What follows belongs to an exercise in optimizing a design on an open flow for small area and a short achievable clock period; a production flow would make more cautious choices. Only simulation tests tie the RTL to the original design; equivalence was not proved. Power figures rest on the tool's default switching activity, not on a simulated workload. The clock port is modelled as an ideal driver; clocking choices that lean on that would not hold on a real chip.

==> flow/design.v (excerpt) <==
module adc_circ_buffer
#(
  parameter int DATA_W    = adc_pkg::ADC_DATA_W,
  parameter int ADDR_W    = adc_pkg::ADC_ADDR_W,
  parameter int POST_TRIG = 192
) (
  input  logic              FASTCLK,
  input  logic              RESET_n,
  input  logic [DATA_W-1:0] IN_DATA,
  input  logic              IN_WE,
  input  logic              ARM,
  input  logic              TRIG,
  input  logic              RD_READY,
  output logic [DATA_W-1:0] RD_DATA,
  output logic              RD_VALID,
  output logic              RD_LAST,
  output logic [ADDR_W-1:0] TRIG_ADDR,
  output logic              BUSY,
  output logic              TRIG_LOST
);
  localparam int DEPTH = 1 << ADDR_W;
  localparam int PRE   = DEPTH - POST_TRIG;
  localparam logic [ADDR_W-1:0] PRE_END  = ADDR_W'(PRE - 1);
  localparam logic [ADDR_W-1:0] POST_END = ADDR_W'(POST_TRIG - 1);
  localparam logic [ADDR_W-1:0] RD_END   = ADDR_W'(DEPTH - 2);
  logic s_fill_q, s_armed_q, s_post_q, s_read_q, busy_q;
  logic s_fill_d, s_armed_d, s_post_d, s_read_d, busy_d;
  logic [ADDR_W-1:0] wr_ptr_q, wr_ptr_d;
  logic [ADDR_W-1:0] trig_addr_q, trig_addr_d;
  logic [ADDR_W-1:0] cnt_q, cnt_d;
  logic              trig_lost_q, trig_lost_d;
  logic              rd_valid_q, rd_valid_d;
  logic              rd_last_q, rd_last_d;
  logic              rv_q, rv_d;
  logic              last_q, last_d;
  logic              idle;
  logic [DATA_W-1:0] rd_data_q, rd_data_d;
  logic [DATA_W-1:0] wd_q;
  logic              shift_q, hold_q;
  logic              pend_q;
  logic              pol_q;
  logic [DATA_W-1:0] sr_next;
  logic              wr_en;
  logic              xfer;
  logic [DATA_W-1:0] sr_tail, sr_tail1;
  assign wr_en = IN_WE && (s_fill_q || s_armed_q || s_post_q);
  assign xfer  = rv_q && RD_READY;
  assign idle  = !(s_fill_q || s_armed_q || s_post_q || s_read_q);
  circ_ram #(
    .DATA_W(DATA_W),
    .DEPTH (DEPTH - 1)
  ) u_ram (
    .clk_i  (FASTCLK),
    .shift_i(shift_q),
    .hold_i (hold_q),
    .wdata_i(wd_q),
    .tail_o (sr_tail),
    .tail1_o(sr_tail1)
  );
  always_ff @(posedge FASTCLK) begin
    pol_q   <= RESET_n && !pol_q;
    wd_q    <= IN_DATA ^ {DATA_W{!pol_q}};
    shift_q <= wr_en || xfer;
    hold_q  <= !(wr_en || xfer);
    pend_q  <= xfer;
  end
  always_comb begin
    s_fill_d    = s_fill_q;
    s_armed_d   = s_armed_q;
    s_post_d    = s_post_q;
  ...
Size in the first run: ~7100 cells after synthesis, about 42 I/O pins, ~86000 sq um of cells after synthesis.
Settings: LEC_CHECK=0, CAP_MARGIN=20, CORE_MARGIN=2, CORE_UTILIZATION=85, CTS_BUF_LIST=sky130_fd_sc_hd__clkbuf_8 sky130_fd_sc_hd__clkbuf_16, CTS_CLUSTER_DIAMETER=60, CTS_CLUSTER_SIZE=20, SETUP_SLACK_MARGIN=3.6, SLEW_MARGIN=20; clock period 6.0 ns.
run.sh (not shown) runs the stock make flow with config.mk's settings and CLKGATE_MAP_FILE= SYNTH_SCRIPT=/design/flow/synth_recipe.tcl, a recipe that flattens the netlist after the stock synthesis.
Rerun with:
Settings changed: CAP_MARGIN 20 to 10, CTS_BUF_LIST sky130_fd_sc_hd__clkbuf_8 sky130_fd_sc_hd__clkbuf_16 to unset, CTS_CLUSTER_DIAMETER 60 to 100, CTS_CLUSTER_SIZE 20 to 30, SLEW_MARGIN 20 to 10.
The changed run passed the timing, design-rule and antenna checks.
Setup slack improves by 97 ps.
Cell area fell by 1.9%.
Total power fell by 5.8%.
Routed wire length fell by 10%.
Synthesized cell count stays the same.
Flip-flop and latch count stays the same.
Global-route usage fell by 3.2 points.
Area after synthesis does not change.
Die area is unchanged.
Count of clock-buffer cells in the layout fell by 63.
Rerun with:
Settings changed: CAP_MARGIN 10 to 20, SLEW_MARGIN 10 to 20.
After rerunning:
- power barely changes
- utilization barely changes
- first-iteration DRC count went down by a few percent
- wire length climbs slightly
- maximum frequency is about the same
- non-clock buffer count went up by 1
- die area stays the same
- synthesized area is unchanged
- combinational power stays flat
- design area is about the same

## re-timing with driven ports
The flow's constraints put no driver on any port. The routed layouts listed below were extracted and timed again, unchanged, in two steps. Step 1 assumes that a clkbuf_16 drives the clock port and a buf_2 every other input. Step 2, shift: input delay + t, output delay - t, t = (earliest + latest rising clock arrival at the registers) / 2. This alone moves slack from input paths to output paths. a / b / c = ideal ports / drivers / drivers and shift; a / b = the first two.
run	shift t [ns]	setup WS [ns]	worst data-port slew with drivers (ns)
the first run	0.858	3.465 / 3.392 / 2.918	0.07
the second run	0.795	3.562 / 3.486 / 2.989	0.06
the third run	0.796	3.562 / 3.486 / 2.991	0.06
After both steps every run listed still meets setup and hold. For the second run, which loses most, drivers alone change the setup slack by -0.076 ns; drivers and shift together by -0.573 ns.
